Source: an optimization exercise on an open RTL-to-GDS flow (aim: small area). Production flows keep margins and buffers that such runs may drop.
Where RTL was checked, it was by simulation tests only, not by an equivalence proof against the original.
For runs 1 and 2, only the layout was checked, not whether the RTL still works.
Power figures rest on the tool's default switching activity, not on a simulated workload.

File: flow/config.mk
export PLATFORM = sky130hd
export DESIGN_NAME = multicycle_datapath
export DESIGN_NICKNAME = multicycle_datapath
export VERILOG_FILES = /design/flow/design.v
export SDC_FILE = /design/flow/constraint.sdc
export NUM_CORES = 4
export LEC_CHECK = 0
export CAP_MARGIN = 20
export CORE_MARGIN = 2
export CORE_UTILIZATION = 60
export SLEW_MARGIN = 20
File: flow/constraint.sdc
create_clock -name core_clock -period 15.0 [get_ports {clk}]
set_input_delay 3.0000 -clock core_clock [delete_from_list [all_inputs] [get_ports {clk}]]
set_output_delay 3.0000 -clock core_clock [all_outputs]
set_load 0.01 [all_outputs]
File: flow/design.v
module multicycle_datapath #(
  parameter int PC_W       = 9,
  parameter int INS_W      = 32,
  parameter int RF_ADDRESS = 5,
  parameter int DATA_W     = 64,
  parameter int DM_ADDRESS = 9,
  parameter int ALU_CC_W   = 4
) (
  input  logic                  clk,
  input  logic                  reset,
  output logic                  imem_req,
  output logic [PC_W-1:0]       imem_addr,
  input  logic                  imem_ready,
  input  logic [INS_W-1:0]      imem_rdata,
  output logic                  dmem_req,
  output logic                  dmem_we,
  output logic [DM_ADDRESS-1:0] dmem_addr,
  output logic [DATA_W-1:0]     dmem_wdata,
  input  logic                  dmem_ready,
  input  logic [DATA_W-1:0]     dmem_rdata,
  output logic                  retire,
  output logic                  illegal,
  output logic [PC_W-1:0]       pc_out
);
  localparam logic [3:0] S_CLEAR = 4'd0;   
  localparam logic [3:0] S_FETCH = 4'd1;   
  localparam logic [3:0] S_WAITX = 4'd2;   
  localparam logic [3:0] S_P1    = 4'd3;   
  localparam logic [3:0] S_P2    = 4'd4;   
  localparam logic [3:0] S_MEM   = 4'd5;   
  localparam logic [3:0] S_WAITW = 4'd6;   
  localparam logic [3:0] S_WB    = 4'd7;   
  localparam logic [3:0] S_RET   = 4'd8;   
  localparam logic [3:0] S_UPD   = 4'd9;   
  localparam logic [3:0] S_HALT  = 4'd10;  
  localparam logic [2:0] K_ADD  = 3'd0;
  localparam logic [2:0] K_AND  = 3'd1;
  localparam logic [2:0] K_OR   = 3'd2;
  localparam logic [2:0] K_SLT  = 3'd3;
  localparam logic [2:0] K_ADDI = 3'd4;
  localparam logic [2:0] K_LD   = 3'd5;
  localparam logic [2:0] K_SD   = 3'd6;
  localparam logic [2:0] K_BEQ  = 3'd7;
  logic [3:0]  state_q;
  logic [5:0]  cnt_q;
  logic [8:1]  pc_q;
  logic [2:0]  kind_q;
  logic [4:0]  rs1_q, rs2_q, rdf_q;
  logic [6:0]  hi_q;
  logic [8:0]  addr_q;
  logic [63:0] w_q;
  logic        c_q;
  logic [6:0] i_opc, i_f7;
  logic [2:0] i_f3;
  logic       i_legal;
  logic [2:0] i_kind;
  assign i_opc = imem_rdata[6:0];
  assign i_f3  = imem_rdata[14:12];
  assign i_f7  = imem_rdata[31:25];
  always_comb begin
    i_legal = 1'b1;
    i_kind  = K_ADD;
    if (i_opc == 7'b0110011 && i_f7 == 7'b0000000 && i_f3 == 3'b000) i_kind = K_ADD;
    else if (i_opc == 7'b0110011 && i_f7 == 7'b0100000 && i_f3 == 3'b000) i_kind = K_ADD;
    else if (i_opc == 7'b0110011 && i_f7 == 7'b0000000 && i_f3 == 3'b111) i_kind = K_AND;
    else if (i_opc == 7'b0110011 && i_f7 == 7'b0000000 && i_f3 == 3'b110) i_kind = K_OR;
    else if (i_opc == 7'b0110011 && i_f7 == 7'b0000000 && i_f3 == 3'b010) i_kind = K_SLT;
    else if (i_opc == 7'b0010011 && i_f3 == 3'b000) i_kind = K_ADDI;
    else if (i_opc == 7'b0000011 && i_f3 == 3'b011) i_kind = K_LD;
    else if (i_opc == 7'b0100011 && i_f3 == 3'b011) i_kind = K_SD;
    else if (i_opc == 7'b1100011 && i_f3 == 3'b000) i_kind = K_BEQ;
    else i_legal = 1'b0;
  end
  logic k_sub, k_and, k_or, k_slt, k_ld, k_sd, k_beq, k_imm, k_wr;
  assign k_sub = ((kind_q == K_ADD) & hi_q[5]) | (kind_q == K_SLT);
  assign k_and = (kind_q == K_AND);
  assign k_or  = (kind_q == K_OR);
  assign k_slt = (kind_q == K_SLT);
  assign k_ld  = (kind_q == K_LD);
  assign k_sd  = (kind_q == K_SD);
  assign k_beq = (kind_q == K_BEQ);
  assign k_imm = (kind_q == K_ADDI) | k_ld | k_sd;
  assign k_wr  = (kind_q <= K_ADDI);
  logic [31:0] head;
  logic [31:1] wen;
  logic        wbit;
  logic [4:0]  rsel;
  logic        r_bit;
  assign head[0] = 1'b0;
  genvar gi;
  generate
    for (gi = 1; gi < 32; gi++) begin : g_rf
      logic [63:0] r_q;
      always_ff @(posedge clk)
        r_q <= {wen[gi] ? wbit : r_q[0], r_q[63:1]};
      assign head[gi] = r_q[0];
    end
  endgenerate
  assign rsel  = (state_q == S_P1) ? rs2_q : rs1_q;
  assign r_bit = head[rsel];
  logic [11:0] imm12;
  logic        imm_bit, a, b, bx, cin, sum, cout, lt, alu_bit;
  assign imm12   = {hi_q, k_sd ? rdf_q : rs2_q};
  assign imm_bit = (cnt_q >= 6'd11) ? imm12[11] : imm12[cnt_q[3:0]];
  assign a    = r_bit;
  assign b    = k_imm ? imm_bit : w_q[0];
  assign bx   = b ^ k_sub;
  assign cin  = (cnt_q == 6'd0) ? k_sub : c_q;
  assign sum  = a ^ bx ^ cin;
  assign cout = (a & bx) | (a & cin) | (bx & cin);
  assign lt   = a ^ bx ^ cout;
  always_comb begin
    if (k_and)      alu_bit = a & b;
    else if (k_or)  alu_bit = a | b;
    else if (k_slt) alu_bit = 1'b0;
    else            alu_bit = sum;
  end
  logic c_d;
  always_comb begin
    if (k_beq)               c_d = ((cnt_q != 6'd0) & c_q) | (a ^ b);
    else if (cnt_q == 6'd63) c_d = lt;
    else                     c_d = cout;
  end
  always_comb begin
    wbit = alu_bit;
    if (state_q == S_CLEAR)    wbit = 1'b0;
    else if (state_q == S_WB)  wbit = w_q[0];
    else if (state_q == S_RET) wbit = c_q;
  end
  logic we_any;
  assign we_any = ((state_q == S_P2) & k_wr) | ((state_q == S_WB) & k_ld) |
                  ((state_q == S_RET) & k_slt);
  always_comb begin
    for (int i = 1; i < 32; i++)
      wen[i] = (state_q == S_CLEAR) | (we_any & (rdf_q == 5'(i)));
  end
  logic [8:1] pc_add_b, pc_sum;
  assign pc_add_b = (state_q == S_UPD) ? {hi_q[3:0], rdf_q[4:1]} : 8'd2;
  assign pc_sum   = pc_q + pc_add_b;
  logic cnt_end, mem_hs;
  assign cnt_end = (cnt_q == 6'd63);
  assign mem_hs  = (state_q == S_MEM) & dmem_ready;
  always_ff @(posedge clk) begin
    if (reset) begin
      state_q <= S_CLEAR;
      cnt_q   <= 6'd0;
      pc_q    <= '0;
    end else begin
      cnt_q <= cnt_q + 6'd1;
      unique case (state_q)
        S_CLEAR: if (cnt_end) state_q <= S_FETCH;
        S_FETCH: if (imem_ready) state_q <= i_legal ? S_WAITX : S_HALT;
        S_WAITX: if (cnt_end) state_q <= S_P1;
        S_P1:    if (cnt_end) state_q <= S_P2;
        S_P2:    if (cnt_end) state_q <= (k_ld | k_sd) ? S_MEM : S_RET;
        S_MEM:   if (dmem_ready) state_q <= k_ld ? S_WAITW : S_RET;
        S_WAITW: if (cnt_end) state_q <= S_WB;
        S_WB:    if (cnt_end) state_q <= S_RET;
        S_RET: begin
          if (k_beq & ~c_q) state_q <= S_UPD;
          else begin
            state_q <= S_FETCH;
            pc_q    <= pc_sum;
          end
        end
        S_UPD: begin
          state_q <= S_FETCH;
          pc_q    <= pc_sum;
        end
        default: state_q <= S_HALT;
      endcase
    end
  end
  always_ff @(posedge clk) begin
    if ((state_q == S_FETCH) && imem_ready) begin
      kind_q <= i_kind;
      rs1_q  <= imem_rdata[19:15];
      rs2_q  <= imem_rdata[24:20];
      rdf_q  <= imem_rdata[11:7];
      hi_q   <= imem_rdata[31:25];
    end
  end
  always_ff @(posedge clk) c_q <= c_d;
  always_ff @(posedge clk) begin
    if ((state_q == S_P2) && (cnt_q < 6'd9))
      addr_q <= {sum, addr_q[8:1]};
  end
  always_ff @(posedge clk) begin
    if (mem_hs)
      w_q <= dmem_rdata;
    else if ((state_q == S_P1) || ((state_q == S_P2) && !k_sd) || (state_q == S_WB))
      w_q <= {r_bit, w_q[63:1]};
  end
  assign imem_req   = (state_q == S_FETCH);
  assign imem_addr  = {pc_q, 1'b0};
  assign dmem_req   = (state_q == S_MEM);
  assign dmem_we    = k_sd;
  assign dmem_addr  = addr_q;
  assign dmem_wdata = w_q;
  assign retire     = (state_q == S_RET);
  assign illegal    = (state_q == S_HALT);
  assign pc_out     = {pc_sum, 1'b0};
endmodule
File: flow/flow/run.sh
#!/bin/bash
# Standard ORFS layout (the standard.sh), with smaller port buffers and a
# clock tree built without dummy loads from smaller clock buffers.
set -euo pipefail
export BUFFER_PORTS_ARGS="-buffer_cell sky130_fd_sc_hd__buf_1"
export CTS_ARGS="-sink_clustering_enable -repair_clock_nets -dont_use_dummy_load -buf_list sky130_fd_sc_hd__clkbuf_4 -root_buf sky130_fd_sc_hd__clkbuf_16 -sink_clustering_size 10 -sink_clustering_max_diameter 40"
bash standard.sh > standard_flow.log 2>&1
File: flow/standard.sh
#!/bin/bash
# synth_recipe.tcl (not shown) runs the flow's synth.tcl, then flattens the netlist and writes it again
# the make line also repeats each setting of config.mk as NAME=value (left out here)
make -C /OpenROAD-flow-scripts/flow DESIGN_CONFIG=/design/flow/config.mk WORK_HOME=/design/flow/orfs CLKGATE_MAP_FILE= SYNTH_SCRIPT=/design/flow/synth_recipe.tcl "${@:-finish}"
==> flow_summary_export.csv, run 1 <==
group,metric,value,unit
run_status,status,"finished clean",
worst_setup_path,arrival,4.20,ns
synthesis,synth_area_leaders,"dfxtp_1 86%, edfxtp_1 6.3%, mux2_2 1.6%",
cts,cts.sinks,2101,
detailed_routing,num_vias,18400,
synthesis,synth_most_common_cell,"dfxtp_1",
run,max_cap_viol_count,0,
timing,tightestPinTransition,1.03,ns
synthesis,avgSynthCellArea,17.8,um^2
cts,ctsHoldBuffers,0,
floorplan,initial_core_util,60.3,%
timing,rsz0062_at_grt,"no",
timing,period_needed,7.20,ns
timing,drv_slew,0,
synthesis,synth_top_area_share,86.2,%
synthesis,synth-xor-area-share,0.207,%
timing,fin_hold_ws,0.247,ns
detailed_routing,wl_per_cell,14.0,um
synthesis,yosysWarnings,1,
synthesis,yosys.area_share.adder,0.425,%
timing,setup_viol,0,
synthesis,synth_area,46500,um^2
worst_setup_path,startpoint_type,"flop",
synthesis,synthSimpleGateAreaFrac,2.00,%
grt,grt-ovfl-total,0,
final_layout,syn2layout_area_growth,8.05,%
worst_setup_path,crit_path_end,"pc_out[8]",
final_layout,final_core_util,65.2,%
cts,htreeDepth,4,
worst_setup_path,cp_max_fo,18,
floorplan,fp.dieW,282,um
worst_setup_path,timing.rr.start,"state_q[1]",
timing,setup_tns,0,ns
place,port_buffers,193,
grt,grt_pass1_wl,91100,um
place,dp_hpwl,31800,um
synthesis,synth_top_family_by_area,"multiplexers",
worst_setup_path,worstSetupEndpointType,"output pin",
detailed_routing,routed_wl,56800,um
floorplan,die_area,79700,um^2
timing,finalCritPeriodShare,48.0,%
place,dp_cells,3818,
floorplan,rows,102,
grt,antenna_found_initial,0,
grt,grt_usage,14.5,%
power_and_ir_drop,p_per_area,158,nW/um^2
synthesis,synth.mux.area_fraction,2.44,%
floorplan,ios,196,
synthesis,synth_top_flop_cell,"dfxtp_1",
worst_setup_path,crit_required,12.00,ns
worst_setup_path,ff2ff_setup_slack,10.04,ns
synthesis,synth_compound_area_share,1.86,%
hold_path,hp-class,"reg -> reg",
worst_setup_path,reg2reg_depth,15,
timing,clock.fmax,139,MHz
detailed_routing,ant_nets,0,
power_and_ir_drop,ir_drop,0.000106,V
cts,insertion_delay,0.75,ns
floorplan,coreArea,77100,um^2
cts,clk_path_buf_depth,3,
detailed_routing,drt_pass1_iterations,5,
synthesis,netlist_instances,2613,
place,routabilityCongestion,0.767,
final_layout,nNetsFinal,3133,
cts,numCtsBuffers,238,
timing,finClkSkew,0.119,ns
cts,path_clk_slew,0.10,ns
detailed_routing,drt_iter0_drc,825,
synthesis,synthTopCellsByCount,"2003 x dfxtp_1, 98 x edfxtp_1, 68 x mux2_2, 63 x nand2_1, 63 x nor2_1",
worst_setup_path,cp-startpoint,"state_q[3]",
detailed_routing,drc,0,
timing,maxSlewHeadroom,31.1,%
power_and_ir_drop,finalPower,7920,uW
worst_setup_path,critPathKind,"reg -> out",
final_layout,nFillCells,5597,
synthesis,synth_top_area_cell,"dfxtp_1",
grt,grt_pass1_vias,18100,
final_layout,layout-drive-gt1-share,11.1,%
floorplan,die_y,282,um
synthesis,synth_edf_count,98,
grt,grt_max_degree,65,
synthesis,synthArstFlopShare,0,%
synthesis,yosysSeqAreaShare,92.6,%
cts,post_cts_resized,0,
power_and_ir_drop,power_leakage,0.0195,uW
cts,cts_root_buf,"clkbuf_16",
detailed_routing,vias_per_cell,4.54,
cts,cts_setup_buffers,0,
synthesis,synth_seq_cells,2101,
timing,final-hold-violation-count,0,
synthesis,yosysUniqueCellTypes,68,
worst_setup_path,r2r-end,"g_rf[11].r_q[63]",
final_layout,final_cells,4058,
cts,tritoncts,"built",
[worst min-delay path by stage]
| stage | cells past startpoint | slack [ns] | to | start |
|---|---|---|---|---|
| finish | 0 | 0.25 | g_rf[9].r_q[20] | g_rf[9].r_q[21] |
| global route | 0 | 0.24 | g_rf[14].r_q[43] | g_rf[14].r_q[44] |
| CTS | 0 | 0.25 | g_rf[4].r_q[62] | g_rf[4].r_q[63] |
| detailed placement | 0 | 0.31 | g_rf[12].r_q[39] | g_rf[12].r_q[40] |
| global placement | 0 | 0.31 | g_rf[31].r_q[4] | g_rf[31].r_q[5] |
| floorplan | 0 | 0.31 | g_rf[10].r_q[0] | g_rf[10].r_q[1] |
[sequential cells by signal, indices dropped and copies added, names as in the netlist]
name / cells
cnt_q: 6
state_q: 4
rdf_q: 5
c_q: 1
hi_q: 7
kind_q: 3
g_rf.r_q: 1984
rs1_q: 5
rs2_q: 5
pc_q: 8
addr_q: 9
w_q: 64
[placed cells by master, fill, tap and decap left out, types with 5 or more instances in the layout]
master / Yosys / routed
clkbuf_4: 0 / 237
o21ai_0: 45 / 45
nor2b_1: 6 / 6
nor3_1: 8 / 7
nand2b_1: 11 / 11
nand3b_1: 5 / 5
mux2i_1: 25 / 25
buf_4: 4 / 5
nand3_1: 7 / 7
nor2_1: 63 / 62
xnor2_1: 7 / 7
dfxtp_1: 2003 / 2003
ha_1: 11 / 11
and2_1: 6 / 6
inv_1: 16 / 16
mux2_2: 68 / 68
a211oi_1: 7 / 7
a21oi_1: 56 / 55
buf_1: 1 / 193
edfxtp_1: 98 / 98
nand2_1: 63 / 62
[final cells by class]
type                            instances  area [um^2]  area share, %
Clock buffer                          238         1800           3.59
Multi-Input combinational cell        462         3250           6.47
Timing Repair Buffer                  199          773           1.54
Antenna cell                            1         2.50        0.00498
Tap cell                             1040         1300           2.59
Inverter                               17         63.8          0.127
Sequential cell                      2101        43000           85.7
[cells by family (layout without fill, tap and decap cells)]
family,count (synthesis),count (layout)
compound gates,144,144
buf+inv,51,454
xor+xnor,11,11
other cells,1,3
mux,99,99
fa+ha+maj,14,14
simple gates,192,192
flops,2101,2101
[worst max-delay path: stages, from the launching register on]
cell and delay (ns):
dfxtp_1 0.70, nand2_1 0.32, nor2_1 0.38, nand2b_1 0.19, ha_1 0.31, a21o_1 0.17, a21oi_1 0.23, o21bai_1 0.13
a2111oi_0 0.43, nor3_1 0.16, xor2_1 0.20, xnor2_1 0.14, buf_1 0.17
[metal layers]
| layer | GRT usage [%] | wire, um | vias to the layer above |
|---|---|---|---|
| met5 | 0 | 0 | - |
| met4 | 7.41 | 1580 | 0 |
| met3 | 4.14 | 3360 | 145 |
| met1 | 21.7 | 29400 | 8654 |
| met2 | 19.1 | 22400 | 441 |
| li1 | - | - | 9170 |
[through the flow]
stage | worst slack (ns) | instance area, um^2
6_report | 7.80 | 50200
5_1_grt | 7.36 | 50200
4_1_cts | 7.77 | 50200
3_5_place_dp | 8.57 | 48400
3_3_place_gp | 8.49 | 48400
2_1_floorplan | 8.60 | 46500
[power by group]
group | internal [uW] | leakage [uW] | switching [uW]
Clock | 736 | 0.00110 | 1500
Sequential | 5620 | 0.0170 | 7.58
Combinational | 22.2 | 0.00135 | 38.1
==> run 2: changes to the inputs <==
==> flow/flow/run.sh (replaced) <==
#!/bin/bash
# Standard ORFS layout (the standard.sh), with smaller port buffers and a
# clock tree built without dummy loads from smaller clock buffers.
set -euo pipefail
export BUFFER_PORTS_ARGS="-buffer_cell sky130_fd_sc_hd__buf_1"
export CTS_ARGS="-sink_clustering_enable -repair_clock_nets -dont_use_dummy_load -buf_list sky130_fd_sc_hd__clkbuf_8 -root_buf sky130_fd_sc_hd__clkbuf_16 -sink_clustering_size 16 -sink_clustering_max_diameter 50"
bash standard.sh > standard_flow.log 2>&1
==> flow_summary_export.csv, run 2 <==
group,metric,value,unit
power_and_ir_drop,p_per_area,161,nW/um^2
worst_setup_path,startpoint_type,"flop",
synthesis,synth_area_leaders,"dfxtp_1 86%, edfxtp_1 6.3%, mux2_2 1.6%",
synthesis,yosysSeqAreaShare,92.6,%
floorplan,fp.dieW,282,um
final_layout,final_cell_mix,"2003 x dfxtp_1, 193 x buf_1, 158 x clkbuf_8",
synthesis,yosysUniqueCellTypes,68,
timing,period_needed,7.12,ns
timing,final-hold-violation-count,0,
timing,setup_tns,0,ns
timing,rsz0062_at_grt,"no",
cts,cts.sinks,2101,
place,port_buffers,193,
cts,tritoncts,"built",
detailed_routing,drc,0,
synthesis,netlist_instances,2613,
hold_path,hp-class,"reg -> reg",
place,dp_cells,3818,
grt,grt_pass1_vias,17400,
final_layout,layout-drive-gt1-share,8.75,%
detailed_routing,ant_nets,0,
cts,insertion_delay,0.69,ns
timing,clock.fmax,140,MHz
detailed_routing,drt_iter0_drc,867,
timing,drv_slew,0,
detailed_routing,drt_pass1_iterations,5,
timing,setup_viol,0,
cts,path_clk_slew,0.09,ns
synthesis,synth_area,46500,um^2
timing,maxSlewHeadroom,30.4,%
grt,antenna_found_initial,2,
final_layout,nNetsFinal,3054,
synthesis,avgSynthCellArea,17.8,um^2
cts,post_cts_resized,0,
floorplan,initial_core_util,60.3,%
cts,cts_setup_buffers,0,
detailed_routing,num_vias,17900,
cts,htreeDepth,4,
run,max_cap_viol_count,0,
place,dp_hpwl,31800,um
worst_setup_path,ff2ff_setup_slack,10.00,ns
final_layout,syn2layout_area_growth,8.90,%
synthesis,synth_edf_count,98,
final_layout,layout_commonest_cell,"dfxtp_1",
cts,ctsHoldBuffers,0,
synthesis,yosysWarnings,1,
detailed_routing,routed_wl,56100,um
floorplan,rows,102,
worst_setup_path,worstSetupEndpointType,"output pin",
floorplan,die_area,79700,um^2
detailed_routing,vias_per_cell,4.49,
final_layout,regMostFlops,"g_rf.r_q",
synthesis,synthArstFlopShare,0,%
synthesis,synth_top_area_share,86.2,%
power_and_ir_drop,power_leakage,0.0195,uW
worst_setup_path,critPathKind,"reg -> out",
grt,grt_usage,14.2,%
timing,fin_hold_ws,0.268,ns
floorplan,coreArea,77100,um^2
grt,grt-ovfl-total,0,
final_layout,largest_register_ffs,1984,
synthesis,synth_top_area_cell,"dfxtp_1",
cts,cts_root_buf,"clkbuf_16",
floorplan,die_y,282,um
power_and_ir_drop,ir_drop,0.000106,V
final_layout,final_cells,3980,
detailed_routing,wl_per_cell,14.1,um
synthesis,synthTopCellsByCount,"2003 x dfxtp_1, 98 x edfxtp_1, 68 x mux2_2, 63 x nand2_1, 63 x nor2_1",
run_status,status,"finished clean",
worst_setup_path,crit_required,12.00,ns
worst_setup_path,cp_max_fo,18,
timing,finClkSkew,0.103,ns
grt,grt_max_degree,65,
synthesis,synth_seq_cells,2101,
synthesis,synth_most_common_cell,"dfxtp_1",
timing,finalCritPeriodShare,47.5,%
cts,numCtsBuffers,159,
grt,grt_pass1_wl,89000,um
place,routabilityCongestion,0.767,
final_layout,largestRegisters,"g_rf.r_q (1984), w_q (64), addr_q (9)",
cts,clk_path_buf_depth,3,
synthesis,synth_top_flop_cell,"dfxtp_1",
worst_setup_path,arrival,4.12,ns
timing,tightestPinTransition,1.04,ns
floorplan,ios,196,
[run 2: logic make-up after synthesis]
group / share of synthesized area [%]
muxes: 2.44
other: 0.00807
DFF: 92.6
adders and majority gates: 0.425
buffers and inverters: 0.490
xor gates and xnor gates: 0.207
AOI/OAI and AO/OA: 1.86
and+or+nand+nor: 2.00
[run 2: final timing paths]
| kind | depth (start not counted) | startpoint | endpoint |
|---|---|---|---|
| worst max-delay path | 12 | state_q[3] | pc_out[8] |
| worst min-delay path | 0 | g_rf[19].r_q[60] | g_rf[19].r_q[59] |
| worst max register to register | 15 | state_q[1] | g_rf[11].r_q[63] |
| worst min register to register | 0 | g_rf[19].r_q[60] | g_rf[19].r_q[59] |
[run 2: worst max-delay path, cell delays in order, from the launching register on]
cell,delay [ns]
dfxtp_1,0.68
nand2_1,0.32
nor2_1,0.38
nand2b_1,0.20
ha_1,0.31
a21o_1,0.17
a21oi_1,0.23
o21bai_1,0.13
a2111oi_0,0.43
nor3_1,0.16
xor2_1,0.20
xnor2_1,0.14
buf_1,0.17
[run 2: layer usage]
metal | vias to the layer above | track usage [%] | wire length, um
met5 | - | 0 | 9
met4 | 2 | 6.70 | 1640
met3 | 140 | 3.74 | 3230
met2 | 400 | 18.8 | 21700
met1 | 8388 | 21.5 | 29500
li1 | 8932 | - | -
[run 2: power breakdown]
part / internal (uW) / switching (uW)
combinational: 22.2 / 38.3
sequential: 5620 / 7.57
clock: 956 / 1500
total: 6590 / 1550
[run 2: per-stage QoR]
step | area [um^2] | setup slack, ns | total power [uW] | utilization (%)
after floorplan | 46500 | 8.60 | 5790 | -
after global placement | 48400 | 8.49 | 5810 | 62.8
after detailed placement | 48400 | 8.57 | 5810 | 62.8
after CTS | 50600 | 7.88 | 8260 | 65.7
after global routing | 50600 | 7.45 | 8480 | 65.7
final | 50600 | 7.88 | 8140 | 65.7
[run 2: cell type report]
cell class | count | area [um^2]
well taps | 1040 | 1300
inverters | 17 | 63.8
clock buffers | 159 | 2200
fillers | 5485 | 26500
repair buffers | 199 | 773
diodes | 2 | 5.00
multi-input cells | 462 | 3250
flip-flops and latches | 2101 | 43000
==> run 3: changes to the inputs <==
--- a/flow/design.v
+++ b/flow/design.v
@@ -185,11 +185,12 @@
     if ((state_q == S_P2) && (cnt_q < 6'd9))
       addr_q <= {sum, addr_q[8:1]};
   end
-  always_ff @(posedge clk) begin
-    if (mem_hs)
-      w_q <= dmem_rdata;
-    else if ((state_q == S_P1) || ((state_q == S_P2) && !k_sd) || (state_q == S_WB))
-      w_q <= {r_bit, w_q[63:1]};
+  logic w_shift, w_in;
+  assign w_shift = (state_q == S_P1) || ((state_q == S_P2) && !k_sd) || (state_q == S_WB);
+  assign w_in    = r_bit & (state_q == S_P1);
+  always_ff @(posedge clk) begin
+    if (mem_hs || w_shift)
+      w_q <= (dmem_rdata & {64{state_q == S_MEM}}) | {w_in, w_q[63:1]};
   end
   assign imem_req   = (state_q == S_FETCH);
   assign imem_addr  = {pc_q, 1'b0};
==> flow/flow/run.sh (replaced) <==
#!/bin/bash
# Standard ORFS layout (the standard.sh), with smaller port buffers and a
# clock tree built without dummy loads from smaller clock buffers.
set -euo pipefail
export BUFFER_PORTS_ARGS="-buffer_cell sky130_fd_sc_hd__buf_1"
export CTS_ARGS="-sink_clustering_enable -repair_clock_nets -dont_use_dummy_load -buf_list sky130_fd_sc_hd__clkbuf_4 -root_buf sky130_fd_sc_hd__clkbuf_16 -sink_clustering_size 10 -sink_clustering_max_diameter 40"
bash standard.sh > standard_flow.log 2>&1
--- a/flow/config.mk
+++ b/flow/config.mk
@@ -5,6 +5,7 @@
 export SDC_FILE = /design/flow/constraint.sdc
 export NUM_CORES = 4
 export LEC_CHECK = 0
+export ABC_AREA = 1
 export CAP_MARGIN = 20
 export CORE_MARGIN = 2
 export CORE_UTILIZATION = 60
==> flow_summary_export.csv, run 3 <==
group,metric,value,unit
run_status,status,"finished clean",
synthesis,synth_seq_cells,2101,
synthesis,netlist_instances,2685,
floorplan,ios,196,
grt,grt_pass1_vias,19000,
timing,clock.fmax,147,MHz
timing,tightestPinTransition,0.890,ns
timing,setup_tns,0,ns
place,dp_hpwl,37300,um
cts,ctsHoldBuffers,0,
detailed_routing,drt_iter0_drc,896,
final_layout,layout_commonest_cell,"dfxtp_1",
detailed_routing,vias_per_cell,4.53,
cts,htreeDepth,4,
timing,setup_viol,0,
final_layout,multi_input_area,2810,um^2
grt,grt_pass1_wl,97000,um
final_layout,nNetsFinal,3206,
place,routabilityCongestion,0.864,
power_and_ir_drop,p_per_area,165,nW/um^2
worst_setup_path,ff2ff_setup_slack,11.12,ns
floorplan,fp.dieW,282,um
cts,clk_path_buf_depth,3,
power_and_ir_drop,internal-power,6460,uW
worst_setup_path,worstPathCellList,"inv_1 -> nor2_4 -> buf_4 -> inv_1 -> nor2_1 -> inv_1 -> nor2_1 -> ha_1 -> a21oi_1 -> o21ai_0 -> a41oi_1 -> xor2_1 -> buf_1",
detailed_routing,routed_wl,61300,um
power_and_ir_drop,ir_drop,0.000102,V
floorplan,die_area,79300,um^2
worst_setup_path,startpoint_type,"flop",
worst_setup_path,cp_common_cell,"inv_1",
worst_setup_path,cpMaxStageDelayCell,"buf_4",
final_layout,syn2layout_area_growth,8.01,%
worst_setup_path,cp_max_fo,66,
cts,post_cts_resized,0,
synthesis,synth_top_area_cell,"dfxtp_1",
cts,cts_setup_buffers,0,
grt,grt_max_degree,67,
worst_setup_path,worstSetupEndpointType,"output pin",
final_layout,seq_area,43000,um^2
timing,drv_slew,0,
run,max_cap_viol_count,0,
cts,cts.sinks,2101,
cts,tritoncts,"built",
hold_path,worstHoldStart,"g_rf[14].r_q[62]",
synthesis,synth_most_common_cell,"dfxtp_1",
worst_setup_path,crit_required,12.00,ns
worst_setup_path,r2r-end,"g_rf[8].r_q[63]",
final_layout,largestRegisters,"g_rf.r_q (1984), w_q (64), addr_q (9)",
synthesis,yosysWarnings,1,
cts,cts_root_buf,"clkbuf_16",
worst_setup_path,critPathMaxStageDelay,0.53,ns
floorplan,rows,101,
worst_setup_path,timing.rr.start,"state_q[1]",
floorplan,die_y,282,um
timing,period_needed,6.79,ns
power_and_ir_drop,clkPwrFrac,26.9,%
synthesis,synth_top_flop_cell,"dfxtp_1",
synthesis,synthTopCellsByCount,"2003 x dfxtp_1, 98 x edfxtp_1, 98 x nand2_1, 83 x nand3_1",
synthesis,synth_edf_count,98,
timing,final-hold-violation-count,0,
synthesis,synth_area_leaders,"dfxtp_1 87%, edfxtp_1 6.4%, a31o_2 1.2%",
worst_setup_path,arrival,3.79,ns
worst_setup_path,critPathKind,"reg -> out",
worst_setup_path,critPathBufInv,5,
power_and_ir_drop,power_leakage,0.0196,uW
place,port_buffers,193,
floorplan,initial_core_util,60.8,%
power_and_ir_drop,p_sw,1760,uW
floorplan,coreArea,76100,um^2
grt,antenna_found_initial,4,
timing,rsz0062_at_grt,"no",
power_and_ir_drop,p_comb_share,4.0,%
synthesis,yosysSeqAreaShare,93.1,%
final_layout,largest_register_ffs,1984,
final_layout,regMostFlops,"g_rf.r_q",
power_and_ir_drop,pwr-share-seq,69.1,%
detailed_routing,num_vias,18700,
cts,numCtsBuffers,234,
grt,grt_usage,15.7,%
synthesis,yosysUniqueCellTypes,48,
detailed_routing,drt_pass1_iterations,5,
final_layout,nFillCells,5439,
detailed_routing,wl_per_cell,14.9,um
final_layout,final_cell_mix,"2003 x dfxtp_1, 233 x clkbuf_4, 193 x buf_1",
final_layout,n_antenna_cell,0,
synthesis,synth_area,46300,um^2
timing,maxSlewHeadroom,40.6,%
synthesis,synthArstFlopShare,0,%
timing,finClkSkew,0.169,ns
cts,path_clk_slew,0.09,ns
cts,insertion_delay,0.80,ns
power_and_ir_drop,switching_share,21.4,%
synthesis,synth_top_area_share,86.7,%
hold_path,hp-class,"reg -> reg",
final_layout,layout-drive-gt1-share,10.7,%
place,dp_cells,3886,
synthesis,avgSynthCellArea,17.2,um^2
worst_setup_path,reg2reg_depth,21,
worst_setup_path,critPathTopFamily,"buffers and inverters",
final_layout,final_cells,4120,
hold_path,hold_path_end,"g_rf[14].r_q[61]",
detailed_routing,drc,0,
grt,grt-ovfl-total,0,
detailed_routing,ant_nets,0,
hold_path,whs_path_depth,0,
timing,finalCritPeriodShare,45.3,%
## run 3: changes by cell type after synthesis, moves of 31 or more
cell	previous run	this run
o21ai_1	0	31
mux2_2	68	0
a21oi_1	56	18
inv_1	16	63
nand3_1	7	83
a31o_2	1	63
nand2_1	63	98
## run 3: worst max path at each step
stage / start / end / slack [ns] / cells past startpoint
after floorplan: state_q[3] / pc_out[7] / 9.92 / 14
after global placement: state_q[0] / pc_out[6] / 8.85 / 13
after detailed placement: state_q[0] / pc_out[6] / 8.85 / 13
after CTS: state_q[0] / pc_out[7] / 8.11 / 16
after global routing: state_q[0] / pc_out[7] / 7.80 / 16
final: state_q[0] / pc_out[6] / 8.21 / 13
## run 3: worst register-to-register path: cells and delay by family (launching register included)
| kind | cells | cell delay, ns |
|---|---|---|
| DFF | 1 | 0.43 |
| AOI/OAI and AO/OA | 5 | 0.81 |
| adders and majority gates | 1 | 0.71 |
| buffers and inverters | 4 | 0.60 |
| and+or+nand+nor | 11 | 1.29 |
## run 3: power groups by stage
stage / Sequential (uW) / Combinational [uW] / Clock (uW)
2_1_floorplan: 5810 / 213 / 0
3_3_place_gp: 5810 / 330 / 0
3_5_place_dp: 5810 / 328 / 0
4_1_cts: 5680 / 329 / 2330
5_1_grt: 5690 / 362 / 2550
6_report: 5680 / 328 / 2220
## run 3: cell families (layout without fill, tap and decap cells)
kind of cell,Yosys count,count (layout),synth area share [%]
compound gates,163,163,2.47
xor+xnor,7,7,0.133
fa+ha+maj,14,14,0.427
buf+inv,102,506,0.925
flops,2101,2101,93.1
other cells,1,2,0.00811
simple gates,297,297,2.98
## run 3: metal layers
layer / GRT usage (%) / wire (um)
met4: 7.01 / 1610
met3: 4.77 / 3300
met2: 22.2 / 25900
met1: 22.5 / 30600
met5: 0 / 8
## run 3: cell type report
cell class	instances	area share (%)
Sequential cell	2101	86.1
Multi-Input combinational cell	483	5.62
Clock buffer	234	3.55
Tap cell	1030	2.58
Timing Repair Buffer	200	1.56
Inverter	72	0.548
## run 3: stage by stage
step | utilization (%) | hold WS [ns] | power (uW) | setup slack [ns] | area, um^2
6_report | 65.7 | 0.216 | 8220 | 8.21 | 50000
5_1_grt | 65.7 | 0.184 | 8600 | 7.80 | 50000
4_1_cts | 65.7 | 0.177 | 8340 | 8.11 | 50000
3_5_place_dp | 63.3 | 0.312 | 6140 | 8.85 | 48200
3_3_place_gp | 63.3 | 0.310 | 6140 | 8.85 | 48200
2_1_floorplan | - | 0.310 | 6020 | 9.92 | 46300
==> run 4: changes to the inputs <==
--- a/flow/design.v
+++ b/flow/design.v
@@ -45,9 +45,8 @@
   logic [5:0]  cnt_q;
   logic [8:1]  pc_q;
   logic [2:0]  kind_q;
-  logic [4:0]  rs1_q, rs2_q, rdf_q;
+  logic [4:0]  rs1_q, lo_q, rdf_q;
   logic [6:0]  hi_q;
-  logic [8:0]  addr_q;
   logic [63:0] w_q;
   logic        c_q;
   logic [6:0] i_opc, i_f7;
@@ -96,12 +95,16 @@
       assign head[gi] = r_q[0];
     end
   endgenerate
-  assign rsel  = (state_q == S_P1) ? rs2_q : rs1_q;
+  logic k_sfmt;
+  assign k_sfmt = k_sd | k_beq;
+  assign rsel  = (state_q == S_P1) ? (k_sfmt ? rdf_q : lo_q) : rs1_q;
   assign r_bit = head[rsel];
-  logic [11:0] imm12;
   logic        imm_bit, a, b, bx, cin, sum, cout, lt, alu_bit;
-  assign imm12   = {hi_q, k_sd ? rdf_q : rs2_q};
-  assign imm_bit = (cnt_q >= 6'd11) ? imm12[11] : imm12[cnt_q[3:0]];
+  always_comb begin
+    if (cnt_q < 6'd9)        imm_bit = lo_q[0];
+    else if (cnt_q < 6'd11)  imm_bit = cnt_q[0] ? hi_q[4] : hi_q[5];
+    else                     imm_bit = hi_q[6];
+  end
   assign a    = r_bit;
   assign b    = k_imm ? imm_bit : w_q[0];
   assign bx   = b ^ k_sub;
@@ -135,7 +138,7 @@
       wen[i] = (state_q == S_CLEAR) | (we_any & (rdf_q == 5'(i)));
   end
   logic [8:1] pc_add_b, pc_sum;
-  assign pc_add_b = (state_q == S_UPD) ? {hi_q[3:0], rdf_q[4:1]} : 8'd2;
+  assign pc_add_b = (state_q == S_UPD) ? {hi_q[3:0], lo_q[4:1]} : 8'd2;
   assign pc_sum   = pc_q + pc_add_b;
   logic cnt_end, mem_hs;
   assign cnt_end = (cnt_q == 6'd63);
@@ -171,20 +174,25 @@
       endcase
     end
   end
+  logic i_sfmt, fetch_hs, a_shift;
+  assign i_sfmt   = imem_rdata[5] & ~imem_rdata[4];
+  assign fetch_hs = (state_q == S_FETCH) & imem_ready;
+  assign a_shift  = (state_q == S_P2) & k_imm & (cnt_q < 6'd9);
   always_ff @(posedge clk) begin
-    if ((state_q == S_FETCH) && imem_ready) begin
+    if (fetch_hs) begin
       kind_q <= i_kind;
       rs1_q  <= imem_rdata[19:15];
-      rs2_q  <= imem_rdata[24:20];
-      rdf_q  <= imem_rdata[11:7];
-      hi_q   <= imem_rdata[31:25];
+      rdf_q  <= i_sfmt ? imem_rdata[24:20] : imem_rdata[11:7];
+      hi_q[6:4] <= imem_rdata[31:29];
+    end
+    if (fetch_hs) begin
+      lo_q      <= i_sfmt ? imem_rdata[11:7] : imem_rdata[24:20];
+      hi_q[3:0] <= imem_rdata[28:25];
+    end else if (a_shift) begin
+      {hi_q[3:0], lo_q} <= {sum, hi_q[3:0], lo_q[4:1]};
     end
   end
   always_ff @(posedge clk) c_q <= c_d;
-  always_ff @(posedge clk) begin
-    if ((state_q == S_P2) && (cnt_q < 6'd9))
-      addr_q <= {sum, addr_q[8:1]};
-  end
   logic w_shift, w_in;
   assign w_shift = (state_q == S_P1) || ((state_q == S_P2) && !k_sd) || (state_q == S_WB);
   assign w_in    = r_bit & (state_q == S_P1);
@@ -196,7 +204,7 @@
   assign imem_addr  = {pc_q, 1'b0};
   assign dmem_req   = (state_q == S_MEM);
   assign dmem_we    = k_sd;
-  assign dmem_addr  = addr_q;
+  assign dmem_addr  = {hi_q[3:0], lo_q};
   assign dmem_wdata = w_q;
   assign retire     = (state_q == S_RET);
   assign illegal    = (state_q == S_HALT);
==> flow_summary_export.csv, run 4 <==
group,metric,value,unit
timing,period_needed,6.33,ns
timing,final-hold-violation-count,0,
detailed_routing,drt_pass1_iterations,8,
floorplan,initial_core_util,60.7,%
synthesis,synthTopCellsByCount,"2003 x dfxtp_1, 100 x nand2_1, 96 x nand3_1, 89 x edfxtp_1, 71 x inv_1",
cts,cts.sinks,2092,
grt,grt-ovfl-total,0,
timing,setup_viol,0,
timing,clock.fmax,158,MHz
worst_setup_path,critPathKind,"reg -> out",
synthesis,synth_seq_cells,2092,
cts,tritoncts,"built",
timing,setup_tns,0,ns
final_layout,layout_commonest_cell,"dfxtp_1",
grt,antenna_found_initial,2,
synthesis,netlist_instances,2711,
detailed_routing,num_vias,19000,
worst_setup_path,timing.rr.start,"cnt_q[0]",
final_layout,nFillCells,5566,
worst_setup_path,r2r-end,"g_rf[17].r_q[63]",
detailed_routing,vias_per_cell,4.58,
worst_setup_path,startpoint_type,"flop",
final_layout,largestRegisters,"g_rf.r_q (1984), w_q (64), pc_q (8)",
detailed_routing,ant_nets,0,
power_and_ir_drop,power_leakage,0.0196,uW
floorplan,coreArea,76100,um^2
grt,grt_usage,15.7,%
floorplan,ios,196,
synthesis,synth_top_flop_cell,"dfxtp_1",
synthesis,synth_edf_count,89,
place,dp_hpwl,35300,um
worst_setup_path,ff2ff_setup_slack,11.15,ns
synthesis,yosysWarnings,1,
timing,finClkSkew,0.128,ns
worst_setup_path,cp-startpoint,"state_q[0]",
floorplan,die_y,281,um
timing,finalCritPeriodShare,42.2,%
final_layout,layout-drive-gt1-share,10.6,%
timing,drv_slew,0,
final_layout,largest_register_ffs,1984,
worst_setup_path,arrival,3.33,ns
hold_path,whs_path_depth,0,
run,max_cap_viol_count,0,
power_and_ir_drop,pwr-share-seq,68.2,%
detailed_routing,routed_wl,60400,um
power_and_ir_drop,p_comb_share,5.4,%
timing,setup_slack,8.67,ns
hold_path,worstHoldStart,"g_rf[30].r_q[48]",
worst_setup_path,reg2reg_depth,17,
timing,maxSlewHeadroom,37.2,%
cts,clk_path_buf_depth,3,
final_layout,regMostFlops,"g_rf.r_q",
synthesis,synthArstFlopShare,0,%
synthesis,synth_area,46200,um^2
cts,post_cts_resized,0,
power_and_ir_drop,ir_drop,0.000104,V
synthesis,synth_area_leaders,"dfxtp_1 87%, edfxtp_1 5.8%, a31o_2 1.2%",
grt,grt_pass1_wl,97200,um
power_and_ir_drop,internal-power,6520,uW
synthesis,synth_top_area_share,86.8,%
timing,rsz0062_at_grt,"no",
cts,path_clk_slew,0.10,ns
final_layout,nNetsFinal,3220,
detailed_routing,drc,0,
cts,cts_setup_buffers,0,
cts,insertion_delay,0.75,ns
worst_setup_path,worstSetupEndpointType,"output pin",
power_and_ir_drop,clkPwrFrac,26.4,%
floorplan,fp.dieW,281,um
grt,grt_pass1_vias,19300,
hold_path,hold_path_end,"g_rf[30].r_q[47]",
synthesis,yosysUniqueCellTypes,49,
power_and_ir_drop,switching_share,22.3,%
cts,numCtsBuffers,233,
synthesis,yosysSeqAreaShare,92.6,%
worst_setup_path,cp_max_fo,6,
detailed_routing,drt_iter0_drc,927,
final_layout,syn2layout_area_growth,7.88,%
place,routabilityCongestion,0.828,
floorplan,die_area,79200,um^2
synthesis,avgSynthCellArea,17.0,um^2
floorplan,rows,101,
synthesis,synth_most_common_cell,"dfxtp_1",
timing,tightestPinTransition,0.943,ns
hold_path,hp-class,"reg -> reg",
cts,htreeDepth,4,
run_status,status,"finished clean",
place,place_ws,9.37,ns
grt,grt_max_degree,66,
final_layout,final_cell_mix,"2003 x dfxtp_1, 232 x clkbuf_4, 193 x buf_1",
power_and_ir_drop,p_sw,1870,uW
power_and_ir_drop,p_per_area,169,nW/um^2
place,port_buffers,193,
synthesis,synth_top_area_cell,"dfxtp_1",
worst_setup_path,crit_required,12.00,ns
cts,cts_root_buf,"clkbuf_16",
detailed_routing,wl_per_cell,14.6,um
cts,ctsHoldBuffers,0,
run 4: cell count changes after synthesis, sizes merged, moves of 4 or more:
| cell | previous run | this run |
|---|---|---|
| o21ai | 59 | 68 |
| nand3 | 85 | 97 |
| inv | 70 | 78 |
| nand2 | 104 | 108 |
| buf | 18 | 25 |
| edfxtp | 98 | 89 |
run 4: logic make-up after synthesis:
| logic type | synth area share [%] |
|---|---|
| AO/OA/AOI/OAI | 2.61 |
| other | 0.00812 |
| adder cells (fa/ha/maj) | 0.428 |
| AND/OR/NAND/NOR | 3.07 |
| XOR/XNOR | 0.152 |
| flip-flops | 92.6 |
| buffers and inverters | 1.09 |
run 4: worst max path at each step:
stage / end / slack (ns)
2_1_floorplan: pc_out[6] / 9.89
3_3_place_gp: pc_out[6] / 9.35
3_5_place_dp: pc_out[6] / 9.37
4_1_cts: pc_out[6] / 8.55
5_1_grt: pc_out[7] / 8.31
6_report: pc_out[6] / 8.67
run 4: area by class of cell:
class	instances	area, um^2	share of cell area (%)
Inverter	80	305	0.613
Tap cell	1030	1290	2.59
Clock buffer	233	1770	3.55
Sequential cell	2092	42800	85.9
Antenna cell	2	5.00	0.0100
Multi-Input combinational cell	501	2910	5.84
Timing Repair Buffer	198	762	1.53
run 4: per-layer routing:
layer | global-route usage, % | wire length, um
met1 | 22.3 | 29800
met2 | 21.6 | 25000
met3 | 4.52 | 3260
met4 | 9.06 | 2380
met5 | 0 | 0
run 4: through the flow:
stage / instances / cell area, um^2 / utilization, % / power [uW] / hold slack, ns
floorplan: 2712 / 46200 / - / 6150 / 0.310
global placement: 3901 / 48000 / 63.1 / 6290 / 0.310
detailed placement: 3901 / 48000 / 63.1 / 6310 / 0.312
CTS: 4134 / 49800 / 65.5 / 8510 / 0.214
global route: 4136 / 49800 / 65.5 / 8800 / 0.234
finish: 4136 / 49800 / 65.5 / 8390 / 0.225
run 4: power by group through the flow:
stage	Sequential (uW)	Clock, uW	Combinational, uW
after floorplan	5860	0	292
after global placement	5850	0	442
after detailed placement	5860	0	453
after CTS	5730	2330	454
after global routing	5740	2560	499
final	5730	2210	452
run 4: worst max-delay path: stages, from the launching register on:
cell,delay [ns]
dfxtp_1,0.42
inv_1,0.12
nor2_4,0.10
inv_1,0.07
nor2_2,0.26
inv_1,0.18
nor2_1,0.12
ha_1,0.28
a21oi_1,0.19
nand2_1,0.13
a21oi_1,0.14
nor2_1,0.05
nor2_1,0.11
xor2_1,0.28
buf_1,0.19
==> run 5: changes to the inputs <==
==> flow/flow/run.sh (replaced) <==
#!/bin/bash
# Standard ORFS layout (the standard.sh) with three changes:
#  - synthesis maps logic with an area-oriented ABC script (flow/abc_area.script);
#  - ports are buffered with buf_1;
#  - the clock tree uses clkbuf_4 leaves and no dummy loads.
set -euo pipefail
W=$(pwd)
export FLOW_ABC_SCRIPT=$W/flow/abc_area.script
export FLOW_SYNTH_TCL=$W/synth_recipe.tcl
export BUFFER_PORTS_ARGS="-buffer_cell sky130_fd_sc_hd__buf_1"
export CTS_ARGS="-sink_clustering_enable -repair_clock_nets -dont_use_dummy_load -buf_list sky130_fd_sc_hd__clkbuf_4 -root_buf sky130_fd_sc_hd__clkbuf_16 -sink_clustering_size 10 -sink_clustering_max_diameter 40"
sed "s#SYNTH_SCRIPT=[^ ]*synth_recipe.tcl#SYNTH_SCRIPT=$W/flow/synth_abc.tcl#" standard.sh > standard_abc.sh
grep -q "SYNTH_SCRIPT=$W/flow/synth_abc.tcl" standard_abc.sh
bash standard_abc.sh > standard_flow.log 2>&1
==> flow/flow/abc_area.script (new file) <==
strash
ifraig
dc2
strash
dch -f
amap
topo
==> flow/flow/synth_abc.tcl (new file) <==
# The standard flow's synthesis script, with ABC's technology mapping run from the
# area-oriented script in flow/abc_area.script (no buffering or sizing).
proc abc {args} {
  set i [lsearch -exact $args -script]
  if {$i >= 0} { lset args [expr {$i + 1}] $::env(FLOW_ABC_SCRIPT) }
  yosys abc {*}$args
}
source $::env(FLOW_SYNTH_TCL)
==> flow_summary_export.csv, run 5 <==
group,metric,value,unit
place,port_buffers,193,
synthesis,synth_top_area_cell,"dfxtp_1",
synthesis,synth_compound_area_share,3.24,%
timing,final-hold-violation-count,0,
timing,maxSlewHeadroom,33.8,%
place,place_ws,8.73,ns
synthesis,synth_edf_count,89,
run_status,status,"finished clean",
detailed_routing,drt_pass1_iterations,5,
worst_setup_path,worstSetupEndpointType,"output pin",
final_layout,nNetsFinal,3116,
synthesis,netlist_instances,2565,
cts,cts_root_buf,"clkbuf_16",
cts,post_cts_resized,0,
timing,finalCritPeriodShare,44.5,%
power_and_ir_drop,pwr-share-seq,70.9,%
final_layout,largestRegisters,"g_rf.r_q (1984), w_q (64), pc_q (8)",
cts,numCtsBuffers,239,
detailed_routing,ant_nets,0,
synthesis,synthArstFlopShare,0,%
timing,setup_viol,0,
timing,clock.fmax,150,MHz
final_layout,final_core_util,65.3,%
detailed_routing,num_vias,18100,
timing,setup_tns,0,ns
final_layout,syn2layout_area_growth,8.35,%
grt,grt_usage,17.1,%
timing,finClkSkew,0.158,ns
floorplan,initial_core_util,60.3,%
floorplan,coreArea,75600,um^2
worst_setup_path,cp_common_cell,"nor2_1",
grt,grt-ovfl-total,0,
final_layout,layout_commonest_cell,"dfxtp_1",
grt,grt_max_degree,68,
detailed_routing,routed_wl,64400,um
timing,rsz0062_at_grt,"no",
synthesis,yosysUniqueCellTypes,42,
grt,antenna_found_initial,1,
floorplan,die_area,78100,um^2
synthesis,synth_seq_cells,2092,
hold_path,hp-class,"reg -> reg",
power_and_ir_drop,ir_drop,0.000101,V
timing,period_needed,6.67,ns
cts,ctsHoldBuffers,0,
detailed_routing,drt_iter0_drc,772,
power_and_ir_drop,p_comb_share,0.9,%
hold_path,hold_path_end,"g_rf[15].r_q[60]",
worst_setup_path,startpoint_type,"flop",
power_and_ir_drop,p_per_area,160,nW/um^2
synthesis,avgSynthCellArea,17.8,um^2
place,dp_cells,3739,
synthesis,synth_top_area_share,88.0,%
final_layout,layout-drive-gt1-share,8.37,%
power_and_ir_drop,switching_share,19.6,%
synthesis,synth_top_flop_cell,"dfxtp_1",
cts,htreeDepth,4,
synthesis,synthTopCellsByCount,"2003 x dfxtp_1, 111 x nor2_1, 89 x edfxtp_1, 64 x a21o_1, 46 x clkinv_1",
cts,path_clk_slew,0.10,ns
timing,setup_slack,8.33,ns
final_layout,seq_area,42800,um^2
synthesis,synthSimpleGateAreaFrac,1.95,%
worst_setup_path,ff2ff_setup_slack,8.76,ns
worst_setup_path,critPathMaxStageDelay,0.36,ns
place,placement.cell_area,47500,um^2
final_layout,fin_area,49400,um^2
grt,grt_pass1_vias,19000,
final_layout,final_cells,3981,
synthesis,synth_top_family_by_area,"compound AO/OA/AOI/OAI gates",
synthesis,synth.mux.area_fraction,0,%
floorplan,die_y,280,um
cts,cts_setup_buffers,0,
synthesis,synth_most_common_cell,"dfxtp_1",
run,max_cap_viol_count,0,
final_layout,regMostFlops,"g_rf.r_q",
synthesis,synth_area_leaders,"dfxtp_1 88%, edfxtp_1 5.9%, a21o_1 1.1%",
worst_setup_path,r2r-end,"g_rf[15].r_q[63]",
floorplan,ios,196,
detailed_routing,drc,0,
cts,tritoncts,"built",
synthesis,yosysSeqAreaShare,93.9,%
detailed_routing,vias_per_cell,4.55,
worst_setup_path,reg2reg_depth,18,
hold_path,worstHoldStart,"g_rf[15].r_q[61]",
power_and_ir_drop,clkPwrFrac,28.3,%
synthesis,synth-xor-area-share,0,%
final_layout,largest_register_ffs,1984,
cts,cts.sinks,2092,
worst_setup_path,crit_required,12.00,ns
cts,clk_path_buf_depth,3,
synthesis,yosysWarnings,1,
worst_setup_path,worstPathCellList,"nor2_1 -> clkinv_1 -> nor2_1 -> nand2_1 -> nor2_1 -> ha_1 -> fa_1 -> a21oi_1 -> o21ai_0 -> and2_0 -> o21a_1 -> nor2_1 -> o21ai_0 -> buf_1",
grt,grt_pass1_wl,103000,um
synthesis,synth_area,45600,um^2
power_and_ir_drop,p_sw,1550,uW
detailed_routing,wl_per_cell,16.2,um
place,dp_hpwl,39800,um
timing,tightestPinTransition,0.987,ns
place,routabilityCongestion,0.886,
floorplan,rows,101,
power_and_ir_drop,internal-power,6350,uW
worst_setup_path,critPathKind,"reg -> out",
worst_setup_path,cp-startpoint,"state_q[1]",
timing,drv_slew,0,
worst_setup_path,cpMaxStageDelayCell,"dfxtp_1",
final_layout,nFillCells,5084,
power_and_ir_drop,power_leakage,0.0194,uW
cts,insertion_delay,0.80,ns
floorplan,fp.dieW,280,um
worst_setup_path,timing.rr.start,"state_q[0]",
synthesis,yosys.area_share.adder,0.434,%
final_layout,multi_input_area,2590,um^2
worst_setup_path,cp_max_fo,8,
hold_path,whs_path_depth,0,
worst_setup_path,arrival,3.67,ns
final_layout,final_cell_mix,"2003 x dfxtp_1, 238 x clkbuf_4, 193 x buf_1",
-- run 5: cell type report --
| type | count | share of cell area [%] |
|---|---|---|
| multi-input combinational | 422 | 5.24 |
| antenna | 3 | 0.0152 |
| timing repair buffer | 201 | 1.59 |
| clock buffer | 239 | 3.67 |
| inverter | 46 | 0.350 |
| tap | 978 | 2.48 |
| sequential | 2092 | 86.7 |
-- run 5: worst max-delay path by stage --
| stage | endpoint | depth (start not counted) |
|---|---|---|
| after floorplan | g_rf[10].r_q[63] | 17 |
| after global placement | g_rf[16].r_q[63] | 20 |
| after detailed placement | g_rf[30].r_q[63] | 20 |
| after CTS | pc_out[7] | 14 |
| after global routing | pc_out[7] | 14 |
| final | pc_out[7] | 14 |
-- run 5: kinds of logic (layout without fill, tap and decap cells) --
kind of cell / after synthesis / count (layout)
compound gates: 206 / 206
fa+ha+maj: 14 / 14
buf+inv: 52 / 486
flops: 2092 / 2092
other cells: 1 / 5
simple gates: 200 / 200
-- run 5: metal layers --
| layer | GRT usage [%] | wire (um) | up-vias | part of all wire, % |
|---|---|---|---|---|
| met1 | 23.8 | 31100 | 8516 | 48 |
| met5 | 0 | 0 | - | 0 |
| met3 | 3.93 | 2310 | 131 | 3.6 |
| met4 | 8.06 | 1890 | 0 | 2.9 |
| met2 | 25.7 | 29100 | 331 | 45 |
| li1 | - | - | 9139 | - |
-- run 5: power groups by stage --
stage          registers, uW  clock network, uW  logic, uW
2_1_floorplan           5720                  0       36.7
3_5_place_dp            5730                  0       71.2
6_report                5600               2230       69.9
3_3_place_gp            5730                  0       71.6
4_1_cts                 5600               2350       71.6
5_1_grt                 5600               2550       78.1
-- run 5: through the flow --
stage	total power, uW	hold WS (ns)
final	7900	0.206
after detailed placement	5800	0.312
after global placement	5800	0.310
after floorplan	5760	0.310
after CTS	8010	0.192
after global routing	8230	0.195
-- run 5: worst max-delay path: cells and delay by family (launching register included) --
family	cells	cell delay (ns)
flops	1	0.36
fa+ha+maj	2	0.46
simple gates	6	1.14
buf+inv	2	0.38
compound gates	4	0.62
==> run 6: changes to the inputs <==
==> flow/flow/abc_area.script (replaced) <==
strash
ifraig
dc2
strash
&get -n
&deepsyn -T 120
&put
dch -f
amap
topo
==> flow_summary_export.csv, run 6 <==
group,metric,value,unit
synthesis,synthArstFlopShare,0,%
hold_path,hp-class,"reg -> reg",
final_layout,nNetsFinal,3142,
final_layout,layout-drive-gt1-share,8.13,%
cts,insertion_delay,0.82,ns
synthesis,yosysWarnings,1,
final_layout,largest_register_ffs,1984,
cts,cts_root_buf,"clkbuf_16",
grt,grt_pass1_vias,19100,
floorplan,rows,101,
final_layout,nFillCells,5236,
run_status,status,"finished clean",
final_layout,syn2layout_area_growth,8.32,%
timing,finalCritPeriodShare,44.0,%
synthesis,netlist_instances,2594,
synthesis,synth_most_common_cell,"dfxtp_1",
grt,grt_max_degree,66,
worst_setup_path,cp_max_fo,8,
grt,grt-ovfl-total,0,
timing,drv_slew,0,
cts,tritoncts,"built",
timing,final-hold-violation-count,0,
floorplan,coreArea,75600,um^2
worst_setup_path,arrival,3.60,ns
cts,path_clk_slew,0.11,ns
worst_setup_path,critPathKind,"reg -> out",
detailed_routing,ant_nets,0,
synthesis,avgSynthCellArea,17.6,um^2
synthesis,synth_top_area_share,88.0,%
timing,finClkSkew,0.147,ns
timing,maxSlewHeadroom,42.0,%
power_and_ir_drop,p_per_area,160,nW/um^2
final_layout,largestRegisters,"g_rf.r_q (1984), w_q (64), pc_q (8)",
detailed_routing,routed_wl,63100,um
final_layout,final_cell_mix,"2003 x dfxtp_1, 237 x clkbuf_4, 193 x buf_1",
detailed_routing,drc,0,
detailed_routing,vias_per_cell,4.55,
timing,setup_viol,0,
final_layout,regMostFlops,"g_rf.r_q",
cts,numCtsBuffers,238,
detailed_routing,drt_iter0_drc,798,
timing,rsz0062_at_grt,"no",
detailed_routing,drt_pass1_iterations,5,
cts,post_cts_resized,0,
floorplan,die_y,280,um
worst_setup_path,startpoint_type,"flop",
power_and_ir_drop,power_leakage,0.0195,uW
synthesis,synth_top_area_cell,"dfxtp_1",
place,dp_hpwl,38300,um
place,routabilityCongestion,0.903,
worst_setup_path,crit_required,12.00,ns
grt,grt_pass1_wl,101000,um
synthesis,synth_area_leaders,"dfxtp_1 88%, edfxtp_1 5.9%, a21o_1 1.1%",
cts,htreeDepth,4,
synthesis,yosysSeqAreaShare,93.9,%
run,max_cap_viol_count,0,
timing,clock.fmax,151,MHz
final_layout,layout_commonest_cell,"dfxtp_1",
cts,cts.sinks,2092,
detailed_routing,num_vias,18200,
timing,tightestPinTransition,0.869,ns
synthesis,synth_seq_cells,2092,
floorplan,fp.dieW,280,um
cts,cts_setup_buffers,0,
detailed_routing,wl_per_cell,15.7,um
synthesis,synthTopCellsByCount,"2003 x dfxtp_1, 92 x clkinv_1, 91 x nor2_1, 89 x edfxtp_1, 69 x o21ai_0",
synthesis,synth_top_flop_cell,"dfxtp_1",
power_and_ir_drop,finalPower,7870,uW
grt,grt_usage,16.7,%
synthesis,yosysUniqueCellTypes,41,
worst_setup_path,worstSetupEndpointType,"output pin",
cts,ctsHoldBuffers,0,
floorplan,ios,196,
synthesis,synth_edf_count,89,
place,port_buffers,193,
synthesis,synth_area,45500,um^2
grt,antenna_found_initial,3,
floorplan,die_area,78100,um^2
timing,period_needed,6.60,ns
floorplan,initial_core_util,60.3,%
power_and_ir_drop,ir_drop,0.000110,V
cts,clk_path_buf_depth,3,
final_layout,final_core_util,65.3,%
timing,setup_tns,0,ns
-- run 6: final timing paths --
path                      end              from  cells after the start  slack [ns]
max reg2reg   g_rf[9].r_q[63]        state_q[0]                     21        8.81
max                 pc_out[8]        state_q[1]                     15        8.40
min          g_rf[19].r_q[43]  g_rf[19].r_q[44]                      0        0.19
min reg2reg  g_rf[19].r_q[43]  g_rf[19].r_q[44]                      0        0.19
-- run 6: critical path: stages, from the launching register on --
cell and delay [ns]:
dfxtp_1 0.39, nor2_1 0.29, nand3_1 0.33, or2_0 0.35, ha_1 0.28, a21oi_1 0.15, o21bai_1 0.09, nand2_1 0.09
nand2_1 0.06, a21o_1 0.18, nand2_1 0.08, nand2b_1 0.05, a21oi_1 0.19, nor2_1 0.07, a21oi_1 0.18, buf_1 0.19
-- run 6: metrics by stage --
step | std cells | setup WS [ns] | hold WS, ns | area (um^2)
after floorplan | 2595 | 7.92 | 0.310 | 45600
after global placement | 3766 | 8.86 | 0.310 | 47500
after detailed placement | 3766 | 8.79 | 0.312 | 47500
after CTS | 4004 | 8.30 | 0.195 | 49300
after global routing | 4006 | 8.04 | 0.204 | 49300
final | 4009 | 8.40 | 0.185 | 49300
-- run 6: cell families after synthesis --
family	Yosys count	synth area share, %
flops	2092	93.9
compound gates	221	3.24
simple gates	168	1.55
buf+inv	98	0.857
fa+ha+maj	14	0.434
other cells	1	0.00823
-- run 6: report_power, final --
group	switching (uW)	internal, uW
registers	7.25	5610
logic	14.4	9.94
clock network	1500	735
-- run 6: per-layer routing --
metal,up-vias,global-route usage (%),share of wire [%]
met3,135,4.16,4.2
met5,-,0,0
met1,8625,23.9,50
met4,0,7.25,2.6
li1,9141,-,-
met2,348,24.5,43
-- run 6: area by class of cell --
class	count	area, um^2	share of cell area [%]
antenna	5	12.5	0.0254
timing repair buffer	199	769	1.56
clock buffer	238	1800	3.66
inverter	92	345	0.700
multi-input combinational	405	2410	4.88
tap	978	1220	2.48
sequential	2092	42800	86.7
==> run 7: changes to the inputs <==
==> flow/flow/abc_area.script (replaced) <==
strash
ifraig
dc2
strash
dch -f
amap
topo
--- a/flow/flow/synth_abc.tcl
+++ b/flow/flow/synth_abc.tcl
@@ -3,6 +3,7 @@
 proc abc {args} {
   set i [lsearch -exact $args -script]
   if {$i >= 0} { lset args [expr {$i + 1}] $::env(FLOW_ABC_SCRIPT) }
+  puts "abc: mapping with $::env(FLOW_ABC_SCRIPT)"
   yosys abc {*}$args
 }
 source $::env(FLOW_SYNTH_TCL)
==> flow_summary_export.csv, run 7 <==
group,metric,value,unit
run_status,status,"finished clean",
worst_setup_path,worstSetupEndpointType,"output pin",
run,max_cap_viol_count,0,
synthesis,yosysWarnings,1,
synthesis,synth_edf_count,89,
final_layout,nFillCells,5084,
timing,drv_slew,0,
timing,setup_slack,8.33,ns
final_layout,fin_area,49400,um^2
worst_setup_path,cp-startpoint,"state_q[1]",
synthesis,yosysSeqAreaShare,93.9,%
place,placement.cell_area,47500,um^2
timing,clock.fmax,150,MHz
place,dp_cells,3739,
timing,tightestPinTransition,0.987,ns
detailed_routing,routed_wl,64400,um
detailed_routing,drc,0,
final_layout,final_cell_mix,"2003 x dfxtp_1, 238 x clkbuf_4, 193 x buf_1",
worst_setup_path,startpoint_type,"flop",
power_and_ir_drop,power_leakage,0.0194,uW
synthesis,yosysUniqueCellTypes,42,
detailed_routing,num_vias,18100,
final_layout,syn2layout_area_growth,8.35,%
synthesis,synth_area,45600,um^2
power_and_ir_drop,ir_drop,0.000101,V
detailed_routing,ant_nets,0,
timing,setup_viol,0,
final_layout,layout_commonest_cell,"dfxtp_1",
synthesis,netlist_instances,2565,
timing,period_needed,6.67,ns
worst_setup_path,timing.rr.start,"state_q[0]",
power_and_ir_drop,p_per_area,160,nW/um^2
grt,antenna_found_initial,1,
timing,rsz0062_at_grt,"no",
worst_setup_path,reg2reg_depth,18,
hold_path,whs_path_depth,0,
place,routabilityCongestion,0.886,
synthesis,synth_top_area_share,88.0,%
synthesis,synth_seq_cells,2092,
synthesis,synth_most_common_cell,"dfxtp_1",
cts,cts.sinks,2092,
synthesis,synth_top_area_cell,"dfxtp_1",
final_layout,nNetsFinal,3116,
cts,ctsHoldBuffers,0,
hold_path,hp-class,"reg -> reg",
synthesis,synth_top_flop_cell,"dfxtp_1",
final_layout,largestRegisters,"g_rf.r_q (1984), w_q (64), pc_q (8)",
timing,finClkSkew,0.158,ns
grt,grt_max_degree,68,
synthesis,avgSynthCellArea,17.8,um^2
place,dp_hpwl,39800,um
final_layout,final_cells,3981,
detailed_routing,drt_iter0_drc,772,
worst_setup_path,critPathKind,"reg -> out",
timing,finalCritPeriodShare,44.5,%
grt,grt-ovfl-total,0,
worst_setup_path,arrival,3.67,ns
final_layout,regMostFlops,"g_rf.r_q",
cts,insertion_delay,0.80,ns
floorplan,rows,101,
final_layout,largest_register_ffs,1984,
timing,final-hold-violation-count,0,
grt,grt_pass1_vias,19000,
detailed_routing,wl_per_cell,16.2,um
floorplan,initial_core_util,60.3,%
synthesis,synthArstFlopShare,0,%
cts,htreeDepth,4,
timing,setup_tns,0,ns
cts,cts_root_buf,"clkbuf_16",
cts,clk_path_buf_depth,3,
cts,cts_setup_buffers,0,
final_layout,final_core_util,65.3,%
grt,grt_pass1_wl,103000,um
worst_setup_path,crit_required,12.00,ns
detailed_routing,vias_per_cell,4.55,
place,place_ws,8.73,ns
worst_setup_path,cp_max_fo,8,
place,port_buffers,193,
floorplan,ios,196,
detailed_routing,drt_pass1_iterations,5,
synthesis,synthTopCellsByCount,"2003 x dfxtp_1, 111 x nor2_1, 89 x edfxtp_1, 64 x a21o_1, 46 x clkinv_1",
cts,post_cts_resized,0,
floorplan,die_area,78100,um^2
floorplan,fp.dieW,280,um
floorplan,coreArea,75600,um^2
final_layout,layout-drive-gt1-share,8.37,%
cts,numCtsBuffers,239,
grt,grt_usage,17.1,%
hold_path,worstHoldStart,"g_rf[15].r_q[61]",
cts,tritoncts,"built",
synthesis,synth_area_leaders,"dfxtp_1 88%, edfxtp_1 5.9%, a21o_1 1.1%",
timing,maxSlewHeadroom,33.8,%
cts,path_clk_slew,0.10,ns
floorplan,die_y,280,um
==> run 7: cell count changes in the layout (fill, tap and decap cells not counted), sizes merged, moves of 8 or more <==
cell | before | now
o221a | 0 | 8
a211oi | 10 | 29
o21ai | 69 | 22
nor2 | 91 | 111
nand4 | 2 | 14
a22oi | 1 | 13
o22a | 11 | 0
clkinv | 92 | 46
==> run 7: cell type report <==
class,instances,area (um^2),share of cell area (%)
inverters,46,173,0.350
well taps,978,1220,2.48
multi-input cells,422,2590,5.24
flip-flops and latches,2092,42800,86.7
repair buffers,201,785,1.59
diodes,3,7.51,0.0152
clock buffers,239,1810,3.67
==> run 7: critical path, cell delays in order, from the launching register on <==
cell      delay (ns)
dfxtp_1         0.36
nor2_1          0.16
clkinv_1        0.18
nor2_1          0.30
nand2_1         0.28
nor2_1          0.17
ha_1            0.23
fa_1            0.23
a21oi_1         0.08
o21ai_0         0.21
and2_0          0.19
o21a_1          0.12
nor2_1          0.04
o21ai_0         0.21
buf_1           0.20
==> run 7: metal layers <==
layer	global-route usage (%)	vias up	part of all wire [%]
met4	8.06	0	2.9
met1	23.8	8516	48
li1	-	9139	-
met3	3.93	131	3.6
met5	0	-	0
met2	25.7	331	45
==> run 7: per-stage QoR <==
step / hold slack (ns) / total power, uW
after floorplan: 0.310 / 5760
after global placement: 0.310 / 5800
after CTS: 0.192 / 8010
after global routing: 0.195 / 8230
after detailed placement: 0.312 / 5800
final: 0.206 / 7900
==> run 7: worst paths after layout <==
check                     end  slack (ns)
min reg2reg  g_rf[15].r_q[60]        0.21
max reg2reg  g_rf[15].r_q[63]        8.76
max                 pc_out[7]        8.33
min          g_rf[15].r_q[60]        0.21
==> run 7: logic make-up (layout without fill, tap and decap cells) <==
group,count (synthesis),count (layout),share of synthesized area [%]
buffers and inverters,52,486,0.478
and+or+nand+nor,200,200,1.95
AOI/OAI and AO/OA,206,206,3.24
DFF,2092,2092,93.9
adders and majority gates,14,14,0.434
other,1,5,0.00823
==> run 7: power by group <==
part	internal [uW]	switching (uW)	leakage [uW]
clock network	739	1490	0.00111
logic	21.4	48.5	0.00139
registers	5590	5.61	0.0169
total	6350	1550	0.0194

## afterwards: timing with drivers on the ports
The flow's constraints put no driver on any port. The routed layouts listed below were extracted and timed again, unchanged, in two steps.
Step 1: set_driving_cell puts a clkbuf_16 on clk and a buf_2 on each other input, an assumption about the parent block.
Step 2, shift: input delay + t, output delay - t, t = (earliest + latest rising clock arrival at the registers) / 2. This alone moves slack from input paths to output paths.
Slacks: ideal / step 1 / step 2; pairs: ideal / step 1.
run | shift t [ns] | setup WS [ns] | hold WS [ns] | cell pins on the clock port's net
run 1 | 0.776 | 7.802 / 7.744 / 8.520 | 0.247 / 0.247 / 0.247 | 1
run 2 | 0.697 | 7.877 / 7.818 / 8.515 | 0.268 / 0.268 / 0.268 | 1
run 3 | 0.770 | 8.206 / 8.140 / 8.910 | 0.216 / 0.216 / 0.216 | 1
run 4 | 0.777 | 8.667 / 8.599 / 9.376 | 0.225 / 0.225 / 0.225 | 1
run 5 | 0.760 | 8.328 / 8.265 / 8.757 | 0.206 / 0.206 / 0.206 | 1
run 6 | 0.786 | 8.398 / 8.330 / 8.812 | 0.185 / 0.185 / 0.185 | 1
run 7 | 0.760 | 8.328 / 8.265 / 8.757 | 0.206 / 0.206 / 0.206 | 1
After both steps every run listed still meets setup and hold.
